This design comes from an exercise in tuning for small area, a short achievable clock period and few clock cycles on the open sky130 flow, not from production work.
The RTL was checked by simulation tests, not by an equivalence proof against the original design.

==> design.v <==
package bra_pkg;
	localparam int VALUE_WIDTH = 50;
	localparam int DEN_WIDTH   = 32;
	localparam logic [49:0]          SCALE      = 50'd1000000000000;
	localparam logic [49:0]          HALF_SCALE = 50'd500000000000;
	localparam logic [DEN_WIDTH-1:0] MAXD_RESET = 32'd1000000;
endpackage
module bra_ge #(parameter int W = 8) (
	input  logic [W-1:0] a,
	input  logic [W-1:0] b,
	output logic         ge
);
	localparam int L = $clog2(W);
	localparam int N = 1 << L;
	genvar l, i;
	generate
		for (l = 0; l <= L; l = l + 1) begin : lv
			wire [(N >> l)-1:0] g;
			wire [(N >> l)-1:0] p;
			if (l == 0) begin : leaf
				for (i = 0; i < N; i = i + 1) begin : b0
					if (i < W) begin : in
						assign g[i] = a[i] & ~b[i];
						assign p[i] = a[i] | ~b[i];
					end else begin : pad
						assign g[i] = 1'b0;
						assign p[i] = 1'b1;
					end
				end
			end else begin : node
				for (i = 0; i < (N >> l); i = i + 1) begin : bn
					assign g[i] = lv[l-1].g[2*i+1] | (lv[l-1].p[2*i+1] & lv[l-1].g[2*i]);
					assign p[i] = lv[l-1].p[2*i+1] & lv[l-1].p[2*i];
				end
			end
		end
	endgenerate
	assign ge = lv[L].g[0] | lv[L].p[0];
endmodule
module bra_add #(parameter int W = 8) (
	input  logic [W-1:0] a,
	input  logic [W-1:0] b,
	input  logic         ci,
	output logic [W-1:0] s
);
	localparam int L = $clog2(W);
	genvar l, i;
	generate
		for (l = 0; l <= L; l = l + 1) begin : lv
			wire [W-1:0] g;
			wire [W-1:0] p;
			if (l == 0) begin : leaf
				assign g[W-1:1] = a[W-1:1] & b[W-1:1];
				assign p[W-1:1] = a[W-1:1] | b[W-1:1];
				assign g[0] = (a[0] & b[0]) | ((a[0] | b[0]) & ci);
				assign p[0] = 1'b0;
			end else begin : node
				for (i = 0; i < W; i = i + 1) begin : bn
					if (i >= (1 << (l - 1))) begin : cmb
						assign g[i] = lv[l-1].g[i] | (lv[l-1].p[i] & lv[l-1].g[i - (1 << (l - 1))]);
						assign p[i] = lv[l-1].p[i] & lv[l-1].p[i - (1 << (l - 1))];
					end else begin : pass
						assign g[i] = lv[l-1].g[i];
						assign p[i] = lv[l-1].p[i];
					end
				end
			end
		end
	endgenerate
	assign s = (a ^ b) ^ {lv[L].g[W-2:0], ci};
endmodule
module bra_topbit #(parameter int W = 8, parameter int OW = 6) (
	input  logic [W-1:0]  x,
	output logic [OW-1:0] pos,
	output logic          nz
);
	localparam int L = $clog2(W);
	localparam int N = 1 << L;
	genvar l, i;
	generate
		for (l = 0; l <= L; l = l + 1) begin : lv
			wire [(N >> l)-1:0]   v;
			wire [(N >> l)*L-1:0] p;    
			if (l == 0) begin : leaf
				for (i = 0; i < N; i = i + 1) begin : b0
					if (i < W) begin : in
						assign v[i] = x[i];
					end else begin : pad
						assign v[i] = 1'b0;
					end
				end
				assign p = '0;
			end else begin : node
				localparam logic [L-1:0] TOP = 1 << (l - 1);
				for (i = 0; i < (N >> l); i = i + 1) begin : bn
					assign v[i] = lv[l-1].v[2*i+1] | lv[l-1].v[2*i];
					assign p[i*L +: L] = lv[l-1].v[2*i+1] ? (lv[l-1].p[(2*i+1)*L +: L] | TOP) :
						lv[l-1].p[(2*i)*L +: L];
				end
			end
		end
	endgenerate
	assign pos = lv[L].p;
	assign nz  = lv[L].v[0];
endmodule
import bra_pkg::*;
module best_rational_approximation (
	input  logic                 clk,
	input  logic                 arst_n,
	input  logic                 in_valid,
	output logic                 in_ready,
	input  logic [50:0]          in_data,
	output logic                 out_valid,
	input  logic                 out_ready,
	output logic [82:0]          out_data,
	input  logic                 cfg_wen,
	input  logic [bra_pkg::DEN_WIDTH-1:0] cfg_wdata
);
	logic st_idle, st_setup, st_setup2, st_bit, st_fin, st_pset, st_pbit;
	logic first_q, out_valid_q;
	logic [31:0] lim_q;
	logic [5:0]  plim_q, p_lim;     
	logic        lim_nz;
	logic [49:0] n_q, ds_q, p0_q;
	logic [51:0] ps_q;
	logic [31:0] q0_q, qs_q;
	logic [40:0] r2_q;      
	logic [5:0]  j_q, posd_q, posr_q, posq_q;
	logic        rnz_q;
	logic        brk_q;
	logic        neg_cur_q, neg_out_q;
	bra_topbit #(.W(32)) u_p_lim (.x(lim_q), .pos(p_lim), .nz(lim_nz));
	logic        nok, nok2, qok, acc;
	logic [33:0] qcs_s, qcs_c, qcs_sum, nlim;
	logic [31:0] qsum;
	logic [49:0] nsub, n1, p01, psum;
	logic [31:0] q01;
	logic [40:0] r2sub, r21;
	logic [5:0]  p_nsub, p_n, p_qsum, p_q0;
	logic        nz_nsub, nz_n, nz_qsum, nz_q0;
	bra_ge #(.W(50)) u_nok (.a(n_q), .b(ds_q), .ge(nok));
	bra_ge #(.W(51)) u_nok2 (.a({1'b0, n_q}), .b({ds_q, 1'b0}), .ge(nok2));
	assign nlim  = ~{2'b0, lim_q};
	assign qcs_s = {2'b0, q0_q} ^ {2'b0, qs_q} ^ nlim;
	assign qcs_c = {(({1'b0, q0_q} & {1'b0, qs_q}) | ({1'b0, q0_q} & nlim[32:0]) |
		({1'b0, qs_q} & nlim[32:0])), 1'b0};
	bra_add #(.W(34)) u_qcmp (.a(qcs_s), .b(qcs_c), .ci(1'b0), .s(qcs_sum));
	assign qok   = qcs_sum[33];
	assign acc   = nok & qok;
	bra_add #(.W(50)) u_nsub (.a(n_q), .b(~ds_q), .ci(1'b1), .s(nsub));
	bra_add #(.W(32)) u_qsum (.a(q0_q), .b(qs_q), .ci(1'b0), .s(qsum));
	assign psum  = p0_q + ps_q[49:0];
	assign r2sub = r2_q - {ds_q[39:0], 1'b0};
	assign n1    = acc ? nsub : n_q;
	assign p01   = acc ? psum : p0_q;
	assign q01   = acc ? qsum : q0_q;
	assign r21   = acc ? r2sub : r2_q;
	bra_topbit #(.W(40)) u_p_nsub (.x(nsub[39:0]), .pos(p_nsub), .nz(nz_nsub));
	bra_topbit #(.W(40)) u_p_n    (.x(n_q[39:0]), .pos(p_n), .nz(nz_n));
	bra_topbit #(.W(32)) u_p_qsum (.x(qsum), .pos(p_qsum), .nz(nz_qsum));
	bra_topbit #(.W(32)) u_p_q0   (.x(q0_q), .pos(p_q0), .nz(nz_q0));
	logic [3:0]  j1;
	logic [5:0]  jn, jq;
	logic [4:0]  jset, sh_amt;
	logic        cap;
	logic [39:0] n_shl;
	logic        stall, r2_ge, fin_semi, fin_conv, exact;
	logic       j1_nz;
	bra_topbit #(.W(11), .OW(4)) u_p_j1 (.x(n_q[49:39]), .pos(j1), .nz(j1_nz));
	assign jn     = posd_q - posr_q;
	assign jq     = plim_q - posq_q;
	assign cap    = jq < jn;
	assign jset   = st_setup ? jn[4:0] : j_q[4:0];
	assign sh_amt = jset;
	assign n_shl  = n_q[39:0] << sh_amt;
	assign stall  = first_q && out_valid_q;
	bra_ge #(.W(40)) u_r2ge (.a(r2_q[39:0]), .b(ds_q[39:0]), .ge(r2_ge));
	assign fin_semi = r2_q[40];
	assign fin_conv = !r2_q[40] && r2_ge;
	assign exact    = !brk_q && !rnz_q;
	logic big_prod, pbit;
	assign big_prod = ({1'b0, posd_q} + {1'b0, posq_q}) >= 7'd39;
	assign pbit     = q0_q[j_q[4:0]];
	logic done_conv, done_semi, done, swap;
	always_comb begin
		done_conv = 1'b0;
		done_semi = 1'b0;
		if (st_setup && !first_q) done_semi = exact;
		if (st_fin) begin
			done_semi = fin_semi;
			done_conv = fin_conv;
		end
		if (st_pset) done_semi = big_prod;
		if (st_pbit) begin
			done_semi = pbit && !nok;
			done_conv = !(pbit && !nok) && (j_q == 6'd0);
		end
	end
	assign done = done_conv || done_semi;
	assign swap = (st_setup && !first_q && !brk_q && !exact && !cap) || st_setup2;
	assign in_ready  = st_idle;
	assign out_valid = out_valid_q;
	assign out_data  = {neg_out_q, ps_q[49:0], qs_q};
	always_ff @(posedge clk or negedge arst_n) begin
		if (!arst_n) begin
			st_idle     <= 1'b1;
			st_setup    <= 1'b0;
			st_setup2   <= 1'b0;
			st_bit      <= 1'b0;
			st_fin      <= 1'b0;
			st_pset     <= 1'b0;
			st_pbit     <= 1'b0;
			lim_q       <= MAXD_RESET;
			plim_q      <= 6'd19;
			out_valid_q <= 1'b0;
		end else begin
			if (cfg_wen) begin
				lim_q <= {cfg_wdata[31:1], cfg_wdata[0] | (cfg_wdata == 32'd0)};
			end
			plim_q <= p_lim;
			if (done) begin
				out_valid_q <= 1'b1;
			end else if (out_ready) begin
				out_valid_q <= 1'b0;
			end
			st_idle  <= (st_idle && !in_valid) || done;
			st_setup <= (st_idle && in_valid) || (st_setup && stall) || (st_bit && j_q == 6'd0);
			st_setup2 <= st_setup && !first_q && !brk_q && !exact && cap;
			st_bit   <= (st_setup && first_q && !stall) || swap || (st_bit && j_q != 6'd0);
			st_fin   <= st_setup && !first_q && brk_q;
			st_pset  <= st_fin && !done;
			st_pbit  <= (st_pset && !done) || (st_pbit && !done);
		end
	end
	always_ff @(posedge clk) begin
		if (done) begin
			neg_out_q <= neg_cur_q;
		end
		if (done_semi) begin
			ps_q <= {2'b0, p0_q};
			qs_q <= q0_q;
		end
		if (st_idle) begin
			n_q       <= in_data[49:0];
			neg_cur_q <= in_data[50];
			first_q   <= 1'b1;
		end
		if (st_setup && first_q && !stall) begin
			first_q <= 1'b0;
			ds_q    <= SCALE << j1;
			qs_q    <= 32'd0;
			ps_q    <= 52'd1 << j1;
			p0_q    <= 50'd0;
			q0_q    <= 32'd1;
			j_q     <= {2'b0, j1};
			posd_q  <= 6'd39;
		end
		if (swap) begin
			n_q   <= ds_q;
			ds_q  <= {10'd0, n_shl};
			p0_q  <= ps_q[49:0];
			ps_q  <= {2'b0, p0_q} << jset;
			q0_q  <= qs_q;
			qs_q  <= q0_q << jset;
			r2_q  <= {1'b0, ds_q[39:0]};
			j_q   <= {1'b0, jset};
			posd_q <= posr_q;
		end
		if (st_setup && !first_q && !brk_q && !exact && cap) begin
			j_q <= jq;
		end
		if (st_fin) begin
			n_q <= ds_q;
			j_q <= posq_q;
		end
		if (st_bit) begin
			n_q   <= n1;
			p0_q  <= p01;
			q0_q  <= q01;
			r2_q  <= r21;
			posr_q <= acc ? p_nsub : p_n;
			rnz_q  <= acc ? nz_nsub : nz_n;
			posq_q <= acc ? p_qsum : p_q0;
			brk_q <= acc ? nok2 : nok;
			if (j_q != 6'd0) begin
				ds_q <= ds_q >> 1;
				qs_q <= qs_q >> 1;
				ps_q <= ps_q >> 1;
				j_q  <= j_q - 6'd1;
			end
		end
		if (st_pset && !big_prod) begin
			ds_q <= {10'd0, n_shl};
			n_q  <= HALF_SCALE;
			j_q  <= posq_q;
		end
		if (st_pbit) begin
			if (pbit && nok) n_q <= nsub;
			ds_q <= ds_q >> 1;
			j_q  <= j_q - 6'd1;
		end
	end
endmodule
==> run.sh <==
#!/bin/bash
# synth_recipe.tcl (not shown) runs the flow's synth.tcl, then flattens the netlist and writes it again
# the make line also repeats each setting of config.mk as NAME=value (left out here)
make -C /OpenROAD-flow-scripts/flow DESIGN_CONFIG=/design/flow/config.mk WORK_HOME=/design/flow/orfs CLKGATE_MAP_FILE= SYNTH_SCRIPT=/design/flow/synth_recipe.tcl finish
==> config.mk <==
export PLATFORM = sky130hd
export DESIGN_NAME = best_rational_approximation
export DESIGN_NICKNAME = best_rational_approximation
export VERILOG_FILES = /design/flow/design.v
export SDC_FILE = /design/flow/constraint.sdc
export NUM_CORES = 4
export LEC_CHECK = 0
export CAP_MARGIN = 20
export CORE_MARGIN = 2
export CORE_UTILIZATION = 40
export SETUP_SLACK_MARGIN = 5
export SLEW_MARGIN = 20
==> constraint.sdc <==
create_clock -name core_clock -period 10.0 [get_ports {clk}]
set_input_delay 2.0000 -clock core_clock [delete_from_list [all_inputs] [get_ports {clk}]]
set_output_delay 2.0000 -clock core_clock [all_outputs]
set_load 0.01 [all_outputs]
==> results of run 1 <==
[worst max-delay path: stages, from the launching register on]
cell and delay, ps:
dfxtp_1 890, mux4_2 620, mux4_2 540, mux2i_1 260
nand2b_1 500, nand2b_4 540, buf_6 490, nand2_1 500
and4b_1 370, nor4_1 230
[worst max path at each step]
stage | slack, ps | start | to
floorplan | 5020 | q0_q[26]$_DFFE_PP_ | p0_q[0]$_DFFE_PP_
global placement | 4180 | posr_q[1]$_DFFE_PP_ | ps_q[20]$_DFF_P_
detailed placement | 4170 | posr_q[1]$_DFFE_PP_ | ps_q[20]$_DFF_P_
CTS | 5010 | n_q[23]$_DFF_P_ | posr_q[0]$_DFFE_PP_
global route | 4850 | j_q[0]$_DFF_P_ | n_q[49]$_DFF_P_
finish | 4890 | j_q[0]$_DFF_P_ | n_q[49]$_DFF_P_
[cells by family after synthesis]
group / synth area share (%)
XOR/XNOR: 3.39
flip-flops: 23.0
AND/OR/NAND/NOR: 16.1
adder cells (fa/ha/maj): 11.5
multiplexers: 11.9
buffers and inverters: 6.90
AO/OA/AOI/OAI: 27.1
[through the flow]
| stage | std cells | hold WS (ps) | setup WS (ps) | util (%) |
|---|---|---|---|---|
| after floorplan | 5149 | 400 | 5020 | - |
| after global placement | 6329 | 404 | 4180 | 42.8 |
| after detailed placement | 6329 | 408 | 4170 | 42.8 |
| after CTS | 6427 | 421 | 5010 | 44.8 |
| after global routing | 6434 | 431 | 4850 | 44.9 |
| final | 6434 | 420 | 4890 | 44.9 |
[flip-flops by register name (all words and copies together), names as in the netlist, 5 cells and up]
register	cells
posd_q	6
j_q	6
r2_q	41
posr_q	6
n_q	50
ds_q	50
ps_q	52
plim_q	5
p0_q	50
q0_q	32
lim_q	32
qs_q	32
posq_q	5
[layer usage]
metal	global-route usage, %	share of wire, %	up-vias	wire, µm
met5	0	0	-	0
met4	11.3	4.3	0	6820
met1	39.3	43	19500	68100
li1	-	-	18900	-
met2	48.6	45	1784	72200
met3	3.43	7.3	346	11600
[timing repair]
| item | CTS | global route |
|---|---|---|
| hold buffers | 0 | 0 |
| cloned | 0 | 1 |
| endpoints found under the setup margin | 176 | 223 |
| gates resized for setup | 18 | 18 |
| pin swaps | 1 | 3 |
| buffers inserted | 2 | 6 |
[cell type report]
cell class / instances / area [µm²]
Tap cell: 1298 / 1620
Timing Repair Buffer: 235 / 2250
Fill cell: 10000 / 55100
Clock buffer: 67 / 1480
Clock inverter: 29 / 373
Sequential cell: 380 / 9300
Multi-Input combinational cell: 4087 / 28600
Inverter: 338 / 1270
[synth_stat cells (53+ instances only)]
cell and instances:
a221oi_1 53, ha_1 279, o22ai_1 98, a211oi_1 102, xor2_1 63, dfxtp_1 191, nor2b_1 56, xnor2_1 93
nor2_1 427, nand2_1 458, nor3_1 91, clkbuf_1 224, mux2i_1 433, a21oi_1 448, o211ai_1 66, nor4_1 59
nand2b_1 74, a21o_1 63, o21ai_0 397, edfxtp_1 144, inv_1 335, o221ai_1 55, nand3_1 92
==> results_dict.tcl, run 1 <==
set metrics [dict create \
    status "no timing/DRC/antenna violations" \
    cts_tree "yes" \
    setup.worst_path.start_class "flop" \
    r2r_start "j_q[0]$_DFF_P_" \
    syn-instance-count 5149 \
    grt_overflow 0 \
    vias_per_cell 6.31 \
    synth_edf_count 144 \
    synth_top_cell_by_area "mux2i_1" \
    yosys.area.top_type_share_pct 10.7 \
    layout_common_cells "nand2_1 (456), a21oi_1 (443), mux2i_1 (432)" \
    min_from "neg_cur_q$_DFFE_PP_" \
    async_reset_ff_share_pct 11.8 \
    seq_area_frac_synth_pct 23.0 \
    grt_pass1_vias 38600 \
    path_max_fanout 59 \
    wirelength_um 159000 \
    endpoint_kind "flop" \
    io_buffers 172 \
    start_util_pct 40.3 \
    layout_commonest_cell "nand2_1" \
    numCtsBuffers 51 \
    core_um2 100000 \
    clk_pin_slew_ps 60 \
    fmax_ghz 0.196 \
    rows 116 \
    crit_arrival_ps 5680 \
    fin_crit_sh_pct 51.1 \
    antenna_found_initial 0 \
    timing.max_cap.violations 0 \
    hold_viol_final 0 \
    clock-root-buffer "clkbuf_16" \
    hold_depth 0 \
    ant_nets 0 \
    htree_levels 2 \
    fin_area_um2 44900 \
    hp-class "reg -> reg" \
    hold_end "neg_out_q$_DFFE_PP_" \
    die_y_um 322 \
    slew_violations 0 \
    die-area_um2 103000 \
    insertion_delay_ps 670 \
    finalClockSkew_ps 22.1 \
    route.vias.total 40600 \
    r2r_cells 9 \
    track_usage_pct 29.5 \
    grt_setup_unrepaired "true" \
    grt_max_degree 162 \
    dp_hpwl_um 118000 \
    drt_iter0_markers 4302 \
    rrSetupSlack_ps 4890 \
    drcViolationCount 0 \
    syn_nets 5554 \
    io_pins 173 \
    r2r_end "n_q[49]$_DFF_P_" \
    period_minus_slack_ps 5110 \
    grt_first_pass_wirelength_um 239000 \
    synth.top_cells.by_area "mux2i_1 (11%), edfxtp_1 (11%), dfxtp_1 (9.5%), ha_1 (8.7%), a21oi_1 (5.6%)" \
    die_width_um 322 \
    drtPass1Iterations 8 \
    wl_per_cell_um 24.7 \
    setup_viol 0 \
    worstMarginPinSlew_ps 1110 \
    final_layout_size_suffix_gt1_share_pct 5.47 \
    syn-cell-area_um2 40300 \
    synthToLayoutAreaGrowth_pct 11.2 \
    placed_area_um2 42800 \
    synth.yosys.warnings 1 \
    max-clock-path-buffers 3 \
    crit_required_ps 10570 \
    max-slew-margin-rel_pct 26.1 \
    cts_num_sinks 380 \
    synth_top_flop_cell "dfxtp_1" \
    setup_tns_ps 0 \
    criticalPathCategory "reg -> reg" \
    num-nets-final 5498 \
    n_antenna_cell 0 \
    ys_types 97 \
    gp_congestion 0.975 \
    syn_avg_cell_area_um2 7.84 \
    synth_seq_cells 380 \
]
Testbench counts, summed over its fixed seeds: cycles 20,512.
==> run 2, diff against run 1 <==
--- a/design.v
+++ b/design.v
@@ -167,9 +167,11 @@
 	logic        stall, r2_ge, fin_semi, fin_conv, exact;
 	logic       j1_nz;
 	bra_topbit #(.W(11), .OW(4)) u_p_j1 (.x(n_q[49:39]), .pos(j1), .nz(j1_nz));
-	assign jn     = posd_q - posr_q;
-	assign jq     = plim_q - posq_q;
-	assign cap    = jq < jn;
+	logic  jq_ge_jn;
+	bra_add #(.W(6)) u_jn (.a(posd_q), .b(~posr_q), .ci(1'b1), .s(jn));
+	bra_add #(.W(6)) u_jq (.a(plim_q), .b(~posq_q), .ci(1'b1), .s(jq));
+	bra_ge  #(.W(6)) u_cap (.a(jq), .b(jn), .ge(jq_ge_jn));
+	assign cap    = !jq_ge_jn;
 	assign jset   = st_setup ? jn[4:0] : j_q[4:0];
 	assign sh_amt = jset;
 	assign n_shl  = n_q[39:0] << sh_amt;
==> flow/run.sh (new file) <==
#!/bin/bash
set -euo pipefail
bash standard.sh SETUP_SLACK_MARGIN=6 finish > standard_flow.log 2>&1
==> standard.sh (new file) <==
#!/bin/bash
# synth_recipe.tcl (not shown) runs the flow's synth.tcl, then flattens the netlist and writes it again
# the make line also repeats each setting of config.mk as NAME=value (left out here)
make -C /OpenROAD-flow-scripts/flow DESIGN_CONFIG=/design/flow/config.mk WORK_HOME=/design/flow/orfs CLKGATE_MAP_FILE= SYNTH_SCRIPT=/design/flow/synth_recipe.tcl "${@:-finish}"
--- a/config.mk
+++ b/config.mk
@@ -8,5 +8,4 @@
 export CAP_MARGIN = 20
 export CORE_MARGIN = 2
 export CORE_UTILIZATION = 40
-export SETUP_SLACK_MARGIN = 5
 export SLEW_MARGIN = 20
removed: run.sh
==> results_dict.tcl, run 2 <==
set metrics [dict create \
    numCtsBuffers 49 \
    insertion_delay_ps 630 \
    vias_per_cell 6.38 \
    r2r_end "qs_q[9]$_DFF_P_" \
    hold_depth 0 \
    setup.worst_path.start_class "flop" \
    drt_iter0_markers 4919 \
    antenna_found_initial 3 \
    ys_types 107 \
    synth.top_cells.by_area "edfxtp_1 (11%), dfxtp_1 (9.6%), ha_1 (8.9%), mux2i_1 (8.5%), nand2_1 (6.0%)" \
    hold_viol_final 0 \
    finish.utilization_pct 50.5 \
    route.vias.total 43100 \
    drtPass1Iterations 8 \
    async_reset_ff_share_pct 11.8 \
    syn-cell-area_um2 40000 \
    crit_required_ps 10540 \
    finalClockSkew_ps 19.7 \
    worstMarginPinSlew_ps 1160 \
    syn_avg_cell_area_um2 7.60 \
    grt-busiest-layer "met2" \
    grt_overflow 0 \
    dp_hpwl_um 119000 \
    synth_commonest_cells "nand2_1 (644), nor2_1 (462), o21ai_0 (453)" \
    yosys.area.top_type_share_pct 10.8 \
    synth_edf_count 144 \
    r2r_start "plim_q[0]$_DFF_PN1_" \
    r2r_cells 15 \
    die_y_um 320 \
    grt_max_degree 103 \
    hold_end "neg_out_q$_DFFE_PP_" \
    synth.yosys.warnings 1 \
    syn-instance-count 5266 \
    crit_arrival_ps 4740 \
    seq_area_frac_synth_pct 23.2 \
    drcViolationCount 0 \
    fin_crit_sh_pct 42.0 \
    min_from "neg_cur_q$_DFFE_PP_" \
    synth_seq_cells 380 \
    grt_setup_unrepaired "true" \
    setup_viol 0 \
    num-nets-final 5846 \
    ant_nets 0 \
    grt_pass1_vias 40100 \
    timing.max_cap.violations 0 \
    grt_first_pass_wirelength_um 254000 \
    path_max_fanout 7 \
    slew_violations 0 \
    synthToLayoutAreaGrowth_pct 24.7 \
    muxShareOfSynthArea_pct 9.47 \
    io_pins 173 \
    use_met3_pct 4.19 \
    period_minus_slack_ps 4200 \
    clock-root-buffer "clkbuf_16" \
    cts_tree "yes" \
    layout_commonest_cell "nand2_1" \
    clk_pin_slew_ps 60 \
    final_layout_size_suffix_gt1_share_pct 17.0 \
    synth_top_family_by_area "compound AO/OA/AOI/OAI gates" \
    synth_compound_area_share_pct 26.8 \
    synth_top_cell_by_area "edfxtp_1" \
    rows 115 \
    wirelength_um 176000 \
    max-slew-margin-rel_pct 22.5 \
    setup_tns_ps 0 \
    htree_levels 2 \
    synthXorXnorAreaFrac_pct 3.48 \
    synth.most_common_cell "nand2_1" \
    io_buffers 172 \
    largest_reg_flops 52 \
    synth_top_flop_cell "dfxtp_1" \
    core_um2 98700 \
    die_width_um 320 \
    max-clock-path-buffers 3 \
    hp-class "reg -> reg" \
    start_util_pct 40.5 \
    criticalPathCategory "reg -> reg" \
    fmax_ghz 0.238 \
    cts_num_sinks 380 \
    top_register "ps_q" \
    gp_congestion 0.979 \
    status "no timing/DRC/antenna violations" \
    postCtsHoldBufs 0 \
    synth-simple-area-share_pct 18.2 \
    die-area_um2 103000 \
    layout_common_cells "nand2_1 (612), nor2_1 (398), a21oi_1 (387)" \
    syn_nets 5675 \
    wl_per_cell_um 26.0 \
    grt_use_met2_pct 52.2 \
    track_usage_pct 31.9 \
    endpoint_kind "flop" \
    rrSetupSlack_ps 5800 \
    use_met1_pct 41.3 \
    synth_adder_area_share_pct 11.7 \
]
[run 2: cell count changes in the layout (fill, tap and decap cells not counted), sizes merged, moves of 14 or more]
cell and change:
a211oi -44, a221oi -23, and2 -14, buf +210
clkbuf +23, mux2i -93, nand2 +186, nand2b -27
nand3 +40, nor2 +39, o21ai +66, o221ai +25
o22ai -29, o31ai +16
[run 2: final cells by class]
| class | instances | area (µm²) |
|---|---|---|
| well taps | 1287 | 1610 |
| flip-flops and latches | 380 | 9420 |
| clock buffers | 68 | 1380 |
| multi-input cells | 4197 | 30400 |
| repair buffers | 469 | 5520 |
| fillers | 9460 | 48800 |
| inverters | 340 | 1310 |
| clock inverters | 23 | 225 |
| diodes | 1 | 2.50 |
[run 2: worst max path at each step]
stage,startpoint,end,slack (ps),cells after the start
5_1_grt,plim_q[0]$_DFF_PN1_,n_q[31]$_DFF_P_,5700,18
2_1_floorplan,plim_q[0]$_DFF_PN1_,p0_q[0]$_DFFE_PP_,5150,11
6_report,plim_q[0]$_DFF_PN1_,qs_q[9]$_DFF_P_,5800,15
4_1_cts,plim_q[0]$_DFF_PN1_,n_q[12]$_DFF_P_,5910,16
3_3_place_gp,ds_q[17]$_DFF_P_,qs_q[7]$_DFF_P_,4470,16
3_5_place_dp,n_q[14]$_DFF_P_,q0_q[5]$_DFFE_PP_,4390,16
[run 2: per-layer routing]
metal  routed length [µm]  part of all wire, %
met2                80500                   46
met4                10200                  5.8
met3                14900                  8.5
met1                70300                   40
met5                    7               0.0040
[run 2: cells by family after synthesis]
logic type / count (synthesis)
buffers and inverters: 692
DFF: 380
xor gates and xnor gates: 159
adders and majority gates: 357
and+or+nand+nor: 1633
AOI/OAI and AO/OA: 1681
muxes: 364
[run 2: what timing repair did]
| action | in CTS | in global routing |
|---|---|---|
| hold endpoints to repair | 0 | 0 |
| resized for setup | 345 | 486 |
| endpoints found under the setup margin | 431 | 372 |
| pin swaps | 77 | 192 |
| setup buffers | 79 | 106 |
| cloned | 25 | 28 |
[run 2: per-stage QoR]
stage / hold slack [ps] / cell area, µm² / setup slack (ps) / cells
after global placement: 407 / 42400 / 4470 / 6435
after global routing: 426 / 49900 / 5700 / 6765
final: 421 / 49900 / 5800 / 6765
after detailed placement: 411 / 42400 / 4390 / 6435
after floorplan: 400 / 40100 / 5150 / 5266
after CTS: 425 / 46700 / 5910 / 6630
[run 2: critical path: stages (launching register included)]
cell and delay [ps]:
dfstp_2 520, inv_2 40, ha_4 150, fa_1 520, maj3_2 320, maj3_2 300
maj3_2 300, maj3_2 360, a221o_4 460, buf_12 160, buf_16 150, nor2_4 140
buf_8 160, buf_12 120, nand3_1 200, o221ai_1 180
Testbench counts of run 2, summed over its fixed seeds: cycles 20,512.

## static timing again, ports no longer ideal
Ports are ideal in the flow. The routed layouts listed here were re-timed in OpenROAD.
Step 1, drivers: a clkbuf_16 drives clk and a buf_2 each remaining input, both assumed.
Step 2 times the ports against the registers' clock, not the clock port: input delays grow and output delays shrink by t, the midpoint of the rising clock arrivals with the driver on.
a / b / c = ideal / step 1 / step 2; a / b = the first two.
run	t (ns)	slack for setup (ns)	worst hold slack (ns)	worst setup path after step 2
run 1	0.736	4.894 / 4.894 / 4.894	0.420 / 0.420 / 0.420	register to register
run 2	0.696	5.795 / 5.795 / 5.795	0.421 / 0.421 / 0.421	register to register
After both steps setup and hold are still met in every run listed.
